This design comes from an exercise in tuning for small area, a short achievable clock period and few clock cycles per item on the open sky130 flow, not from production work.
RTL that was checked went through simulation tests only; none was proved equivalent to the original.
Power figures rest on the tool's default switching activity, not on a simulated workload.

==> 05-10: inputs <==
// rsa_modexp
module rsa_modexp (
    input  logic        clk,
    input  logic        rst_n,
    input  logic        start,
    input  logic        mode,
    input  logic [63:0] msg,
    input  logic [63:0] exp,
    input  logic [63:0] modulus,
    output logic [63:0] result,
    output logic        busy,
    output logic        done
);
==> flow/config.mk <==
export PLATFORM = sky130hd
export DESIGN_NAME = rsa_modexp
export DESIGN_NICKNAME = rsa_modexp
export VERILOG_FILES = /design/flow/design.v
export SDC_FILE = /design/flow/constraint.sdc
export NUM_CORES = 4
export LEC_CHECK = 0
export CAP_MARGIN = 20
export CORE_MARGIN = 2
export CORE_UTILIZATION = 40
export SETUP_SLACK_MARGIN = 4.5
export SLEW_MARGIN = 20
==> flow/constraint.sdc <==
create_clock -name core_clock -period 8.0 [get_ports {clk}]
set_input_delay 1.6000 -clock core_clock [delete_from_list [all_inputs] [get_ports {clk}]]
set_output_delay 1.6000 -clock core_clock [all_outputs]
set_load 0.01 [all_outputs]
run.sh (not shown) runs the stock make flow with config.mk's settings and CLKGATE_MAP_FILE= SYNTH_SCRIPT=/design/flow/synth_recipe.tcl, a recipe that flattens the netlist after the stock synthesis.
==> 07-27 (differences from 05-10) <==
--- a/flow/design.v
+++ b/flow/design.v
@@ -112,13 +112,13 @@
     logic         c_neg;
     logic         add_inv, add_use_n;
     logic [W-1:0] add_a, add_b, add_s;
     logic         add_ci;
     logic [W:0]   add_w;
-    assign c_neg     = c_q[W-1];
-    assign add_inv   = (s_r2 && !c_neg) || s_fsub;
-    assign add_use_n = s_r2 || s_fsub || ((s_r2fix || s_fix1 || s_ffix) && c_neg);
+    logic n_idle, n_init, n_r2, n_r2fix, n_mul, n_cpa, n_fix1, n_fsub, n_ffix, n_done;
+    logic c_neg_n;
+    assign c_neg = c_q[W-1];
     always_comb begin
         if (s_cpa) begin
             add_a  = s_q[W-1:0];
             add_b  = k_q[W-1:0];
             add_ci = cl_q;
@@ -192,36 +192,53 @@
         t1_n = ({2{bd_one[1]}} & y_lo_n[1:0]) | ({2{bd_two[1]}} & {y_lo_n[0], 1'b0});
         m0_n = bd_neg[0] ? 4'(-t0_n) : t0_n;
         m1_n = bd_neg[1] ? 2'(-t1_n) : t1_n;
         py_n = m0_n + {m1_n, 2'b00};
     end
+    assign n_idle  = (s_idle && !start) || s_done;
+    assign n_init  = s_idle && start;
+    assign n_r2    = s_init || (s_r2 && cnt != 8'd0);
+    assign n_r2fix = s_r2 && cnt == 8'd0;
+    assign n_mul   = (s_r2fix && !exp0) || (s_mul && !mul_last)
+                  || (s_cpa && (o_conv || o_sq || o_mul));
+    assign n_cpa   = s_mul && mul_last;
+    assign n_fix1  = s_cpa && (o_fc || o_m1);
+    assign n_fsub  = s_fix1;
+    assign n_ffix  = s_fsub;
+    assign n_done  = s_ffix || (s_r2fix && exp0);
+    assign c_neg_n = (s_init || (s_r2fix && exp0)) ? 1'b0 :
+                     (s_r2 || s_r2fix || s_cpa || s_fix1 || s_fsub || s_ffix) ? add_s[W-1] :
+                     c_neg;
     always_ff @(posedge clk) begin
         if (!rst_n) begin
-            s_idle  <= 1'b1;
-            s_init  <= 1'b0;
-            s_r2    <= 1'b0;
-            s_r2fix <= 1'b0;
-            s_mul   <= 1'b0;
-            s_cpa   <= 1'b0;
-            s_fix1  <= 1'b0;
-            s_fsub  <= 1'b0;
-            s_ffix  <= 1'b0;
-            s_done  <= 1'b0;
-            busy    <= 1'b0;
+            s_idle    <= 1'b1;
+            s_init    <= 1'b0;
+            s_r2      <= 1'b0;
+            s_r2fix   <= 1'b0;
+            s_mul     <= 1'b0;
+            s_cpa     <= 1'b0;
+            s_fix1    <= 1'b0;
+            s_fsub    <= 1'b0;
+            s_ffix    <= 1'b0;
+            s_done    <= 1'b0;
+            busy      <= 1'b0;
+            add_inv   <= 1'b0;
+            add_use_n <= 1'b0;
         end else begin
-            s_idle  <= (s_idle && !start) || s_done;
-            s_init  <= s_idle && start;
-            s_r2    <= s_init || (s_r2 && cnt != 8'd0);
-            s_r2fix <= s_r2 && cnt == 8'd0;
-            s_mul   <= (s_r2fix && !exp0) || (s_mul && !mul_last)
-                    || (s_cpa && (o_conv || o_sq || o_mul));
-            s_cpa   <= s_mul && mul_last;
-            s_fix1  <= s_cpa && (o_fc || o_m1);
-            s_fsub  <= s_fix1;
-            s_ffix  <= s_fsub;
-            s_done  <= s_ffix || (s_r2fix && exp0);
-            busy    <= (s_idle && start) || (busy && !s_done);
+            s_idle    <= n_idle;
+            s_init    <= n_init;
+            s_r2      <= n_r2;
+            s_r2fix   <= n_r2fix;
+            s_mul     <= n_mul;
+            s_cpa     <= n_cpa;
+            s_fix1    <= n_fix1;
+            s_fsub    <= n_fsub;
+            s_ffix    <= n_ffix;
+            s_done    <= n_done;
+            busy      <= n_init || (busy && !s_done);
+            add_inv   <= (n_r2 && !c_neg_n) || n_fsub;
+            add_use_n <= n_r2 || n_fsub || ((n_r2fix || n_fix1 || n_ffix) && c_neg_n);
         end
     end
     assign done = s_done;
     always_ff @(posedge clk) begin
         if (s_idle) begin
--- a/flow/config.mk
+++ b/flow/config.mk
@@ -8,5 +8,6 @@
 export CAP_MARGIN = 20
 export CORE_MARGIN = 2
 export CORE_UTILIZATION = 40
 export SETUP_SLACK_MARGIN = 4.5
 export SLEW_MARGIN = 20
+export TNS_END_PERCENT = 10
==> 10-01 (differences from 05-10) <==
--- a/flow/design.v
+++ b/flow/design.v
@@ -28,10 +28,11 @@
     localparam int D   = DPC * ((34 + DPC - 1) / DPC);  
     localparam int NC  = D / DPC;                     
     localparam int W   = 66;                          
     localparam int WA  = 67;                          
     localparam int XB  = 2 * DPC + 1;                 
+    logic s_r2f;      
     logic s_idle, s_init, s_r2, s_r2fix, s_mul, s_cpa, s_fix1, s_fsub, s_ffix, s_done;
     logic o_conv, o_sq, o_mul, o_fc, o_m1;
     logic        mode_q;
     logic [7:0]  cnt;
     logic [5:0]  k;         
@@ -112,47 +113,51 @@
     logic         c_neg;
     logic         add_inv, add_use_n;
     logic [W-1:0] add_a, add_b, add_s;
     logic         add_ci;
     logic [W:0]   add_w;
-    assign c_neg     = c_q[W-1];
-    assign add_inv   = (s_r2 && !c_neg) || s_fsub;
-    assign add_use_n = s_r2 || s_fsub || ((s_r2fix || s_fix1 || s_ffix) && c_neg);
+    logic n_idle, n_init, n_r2, n_r2fix, n_mul, n_cpa, n_fix1, n_fsub, n_ffix, n_done;
+    logic c_neg_n;
+    assign c_neg = c_q[W-1];
     always_comb begin
         if (s_cpa) begin
             add_a  = s_q[W-1:0];
             add_b  = k_q[W-1:0];
             add_ci = cl_q;
         end else if (s_init) begin
             add_a  = {1'b0, n_q, 1'b0};
             add_b  = {2'b00, n_q};
             add_ci = 1'b0;
         end else begin
-            add_a  = s_r2 ? {c_q[W-2:0], 1'b0} : c_q;
+            add_a  = (s_r2 && !(s_r2f && dr)) ? {c_q[W-2:0], 1'b0} : c_q;
             add_b  = add_use_n ? ({2'b00, n_q} ^ {W{add_inv}}) : '0;
             add_ci = add_inv;
         end
     end
     assign add_w = {add_a, 1'b1} + {add_b, add_ci};
     assign add_s = add_w[W:1];
     logic exp0;       
+    logic dr;         
+    logic cv_done;    
+    assign dr      = n_q[63];
+    assign cv_done = (s_cpa && o_conv) || (s_r2fix && dr);
     logic mul_last;
     logic load_d;     
     logic o_conv_n, o_sq_n, o_mul_n, o_fc_n, o_m1_n;
     logic [XB-1:0] xb_n;
     assign exp0     = !mode_q && !e_q[63];
     assign mul_last = (cnt == 8'(NC));
     always_comb begin
         o_conv_n = o_conv; o_sq_n = o_sq; o_mul_n = o_mul;
         o_fc_n   = o_fc;   o_m1_n = o_m1;
-        if (s_cpa) begin
+        if (s_cpa || (s_r2fix && dr)) begin
             o_conv_n = 1'b0;
             o_sq_n   = 1'b0;
             o_mul_n  = 1'b0;
             o_fc_n   = 1'b0;
             o_m1_n   = 1'b0;
-            if (o_conv) begin
+            if (cv_done) begin
                 if (mode_q)          o_m1_n  = 1'b1;
                 else if (k == 6'd0)  o_fc_n  = 1'b1;
                 else                 o_sq_n  = 1'b1;
             end else if (o_sq) begin
                 if (e_q[63])         o_mul_n = 1'b1;
@@ -184,44 +189,63 @@
     logic [3:0] y_lo_n, py_n, t0_n, m0_n;
     logic [1:0] t1_n, m1_n;
     always_comb begin
         if (o_sq_n)      y_lo_n = load_d ? add_s[3:0] : c_q[3:0];
         else if (o_fc_n) y_lo_n = 4'd1;
-        else if (s_cpa && o_conv && mode_q) y_lo_n = e_q[3:0];
+        else if (cv_done && mode_q) y_lo_n = e_q[3:0];
         else             y_lo_n = m_q[3:0];
         t0_n = ({4{bd_one[0]}} & y_lo_n) | ({4{bd_two[0]}} & {y_lo_n[2:0], 1'b0});
         t1_n = ({2{bd_one[1]}} & y_lo_n[1:0]) | ({2{bd_two[1]}} & {y_lo_n[0], 1'b0});
         m0_n = bd_neg[0] ? 4'(-t0_n) : t0_n;
         m1_n = bd_neg[1] ? 2'(-t1_n) : t1_n;
         py_n = m0_n + {m1_n, 2'b00};
     end
+    assign n_idle  = (s_idle && !start) || s_done;
+    assign n_init  = s_idle && start;
+    assign n_r2    = s_init || (s_r2 && cnt != 8'd0);
+    assign n_r2fix = s_r2 && cnt == 8'd0;
+    assign n_mul   = (s_r2fix && !exp0) || (s_mul && !mul_last)
+                  || (s_cpa && (o_conv || o_sq || o_mul));
+    assign n_cpa   = s_mul && mul_last;
+    assign n_fix1  = s_cpa && (o_fc || o_m1);
+    assign n_fsub  = s_fix1;
+    assign n_ffix  = s_fsub;
+    assign n_done  = s_ffix || (s_r2fix && exp0);
+    assign c_neg_n = (s_init || (s_r2fix && exp0)) ? 1'b0 :
+                     (s_r2 || s_r2fix || s_cpa || s_fix1 || s_fsub || s_ffix) ? add_s[W-1] :
+                     c_neg;
     always_ff @(posedge clk) begin
         if (!rst_n) begin
-            s_idle  <= 1'b1;
-            s_init  <= 1'b0;
-            s_r2    <= 1'b0;
-            s_r2fix <= 1'b0;
-            s_mul   <= 1'b0;
-            s_cpa   <= 1'b0;
-            s_fix1  <= 1'b0;
-            s_fsub  <= 1'b0;
-            s_ffix  <= 1'b0;
-            s_done  <= 1'b0;
-            busy    <= 1'b0;
+            s_idle    <= 1'b1;
+            s_init    <= 1'b0;
+            s_r2      <= 1'b0;
+            s_r2f     <= 1'b0;
+            s_r2fix   <= 1'b0;
+            s_mul     <= 1'b0;
+            s_cpa     <= 1'b0;
+            s_fix1    <= 1'b0;
+            s_fsub    <= 1'b0;
+            s_ffix    <= 1'b0;
+            s_done    <= 1'b0;
+            busy      <= 1'b0;
+            add_inv   <= 1'b0;
+            add_use_n <= 1'b0;
         end else begin
-            s_idle  <= (s_idle && !start) || s_done;
-            s_init  <= s_idle && start;
-            s_r2    <= s_init || (s_r2 && cnt != 8'd0);
-            s_r2fix <= s_r2 && cnt == 8'd0;
-            s_mul   <= (s_r2fix && !exp0) || (s_mul && !mul_last)
-                    || (s_cpa && (o_conv || o_sq || o_mul));
-            s_cpa   <= s_mul && mul_last;
-            s_fix1  <= s_cpa && (o_fc || o_m1);
-            s_fsub  <= s_fix1;
-            s_ffix  <= s_fsub;
-            s_done  <= s_ffix || (s_r2fix && exp0);
-            busy    <= (s_idle && start) || (busy && !s_done);
+            s_idle    <= n_idle;
+            s_init    <= n_init;
+            s_r2      <= n_r2;
+            s_r2f     <= s_init;
+            s_r2fix   <= n_r2fix;
+            s_mul     <= n_mul;
+            s_cpa     <= n_cpa;
+            s_fix1    <= n_fix1;
+            s_fsub    <= n_fsub;
+            s_ffix    <= n_ffix;
+            s_done    <= n_done;
+            busy      <= n_init || (busy && !s_done);
+            add_inv   <= (n_r2 && !c_neg_n) || n_fsub;
+            add_use_n <= n_r2 || n_fsub || ((n_r2fix || n_fix1 || n_ffix) && c_neg_n);
         end
     end
     assign done = s_done;
     always_ff @(posedge clk) begin
         if (s_idle) begin
@@ -247,30 +271,32 @@
             o_mul  <= o_mul_n;
             o_fc   <= o_fc_n;
             o_m1   <= o_m1_n;
         end
         if (s_init)
-            cnt <= n_q[63] ? 8'(2 * 2 * D - 64) : 8'(2 * 2 * D - 1);
+            cnt <= dr ? 8'(2 * D) : 8'(2 * 2 * D - 1);
         else if (s_r2 && cnt != 8'd0)
             cnt <= cnt - 8'd1;
         else if (s_r2fix || s_cpa)
             cnt <= 8'd1;
         else if (s_mul)
             cnt <= cnt + 8'd1;
         if (s_r2 && !mode_q && !e_q[63] && k != 6'd0) begin
             e_q <= e_q << 1;
             k   <= k - 6'd1;
         end
+        if (cv_done && !mode_q) begin
+            e_q <= e_q << 1;
+        end
         if (s_cpa) begin
-            if (o_conv && !mode_q) begin
-                e_q <= e_q << 1;
+            if (o_conv) begin
             end else if ((o_sq && !e_q[63]) || o_mul) begin
                 e_q <= e_q << 1;
                 k   <= k - 6'd1;
             end
         end
-        if (s_cpa && o_conv)
+        if (cv_done)
             m_q <= mode_q ? {1'b0, e_q} : add_s[64:0];
         if (s_mul || load_d) begin
             oc_q <= bd_one & {DPC{o_sq_n}};
             tc_q <= bd_two & {DPC{o_sq_n}};
             om_q <= bd_one & {DPC{o_conv_n | o_mul_n | o_m1_n}};
@@ -281,11 +307,11 @@
             py_q <= py_n;
         end
     end
     always_ff @(posedge clk) begin
         if (s_init || (s_r2fix && exp0))
-            c_q <= (s_init && n_q[63]) ? {2'b00, 1'b1, 63'd0} : W'(1);
+            c_q <= (s_init && dr) ? {1'b0, m_q} : W'(1);
         else if (s_r2 || s_r2fix || s_cpa || s_fix1 || s_fsub || s_ffix)
             c_q <= add_s;
     end
     always_ff @(posedge clk) begin
         if (s_mul) begin
--- a/flow/config.mk
+++ b/flow/config.mk
@@ -8,5 +8,6 @@
 export CAP_MARGIN = 20
 export CORE_MARGIN = 2
 export CORE_UTILIZATION = 40
 export SETUP_SLACK_MARGIN = 4.5
 export SLEW_MARGIN = 20
+export TNS_END_PERCENT = 10
==> qor summary <==
metric                                                                05-10                    10-01                    07-27
Result of the run                                   complete, no violations  complete, no violations  complete, no violations
Synthesized-area fraction occupied by adder cells                    16.17%                   15.92%                   16.10%
Fraction of standard cell area that is sequential                    24.23%                   27.00%                   27.18%
Final worst path period share                                        62.59%                   61.82%                   58.46%
Global Route met1 Usage                                              39.12%                   35.92%                   41.16%
Via count of the first global-routing pass                            36740                    35090                    34490
Number of distinct library cells after synthesis                         89                       84                       82
Number of signal-net inverters in the final layout                      488                      437                      483
Design Area, Final                                               54510 um^2               49140 um^2               48750 um^2
Non-clock buffering overhead in the final layout                     14.83%                   9.075%                   9.881%
Leak Pwr                                                           22.32 nW                 19.95 nW                 19.73 nW
Share of the synthesized area in the top cell type                   21.53%                   21.28%                   21.52%
Final routed wirelength across all metal layers                   169800 um                154300 um                152600 um
Testbench counts of 10-01, summed over its fixed seeds: cycles 233,850, ops 192.
Function not checked in 05-10 and 07-27: the RTL went through the layout flow alone.

static timing again, ports no longer ideal:
The flow's constraints put no driver on any port. The routed layouts listed below were extracted and timed again, unchanged, in two steps.
Step 1 assumes that a clkbuf_16 drives the clock port and a buf_2 every other input.
Step 2, shift: input delay + t, output delay - t, t = (earliest + latest rising clock arrival at the registers) / 2. This alone moves slack from input paths to output paths.
Slacks: ideal / step 1 / step 2; pairs: ideal / step 1.
| run | t (ns) | slack for setup (ns) | worst hold slack (ns) | worst setup path at the end | worst data-port slew with drivers (ns) |
|---|---|---|---|---|---|
| 05-10 | 0.726 | 2.992 / 2.992 / 2.992 | 0.471 / 0.471 / 0.471 | register to register | 0.07 |
| 07-27 | 0.696 | 3.323 / 3.323 / 3.323 | 0.461 / 0.461 / 0.461 | register to register | 0.06 |
| 10-01 | 0.722 | 3.055 / 3.055 / 3.055 | 0.465 / 0.465 / 0.465 | register to register | 0.07 |
After both steps every run listed still meets setup and hold.
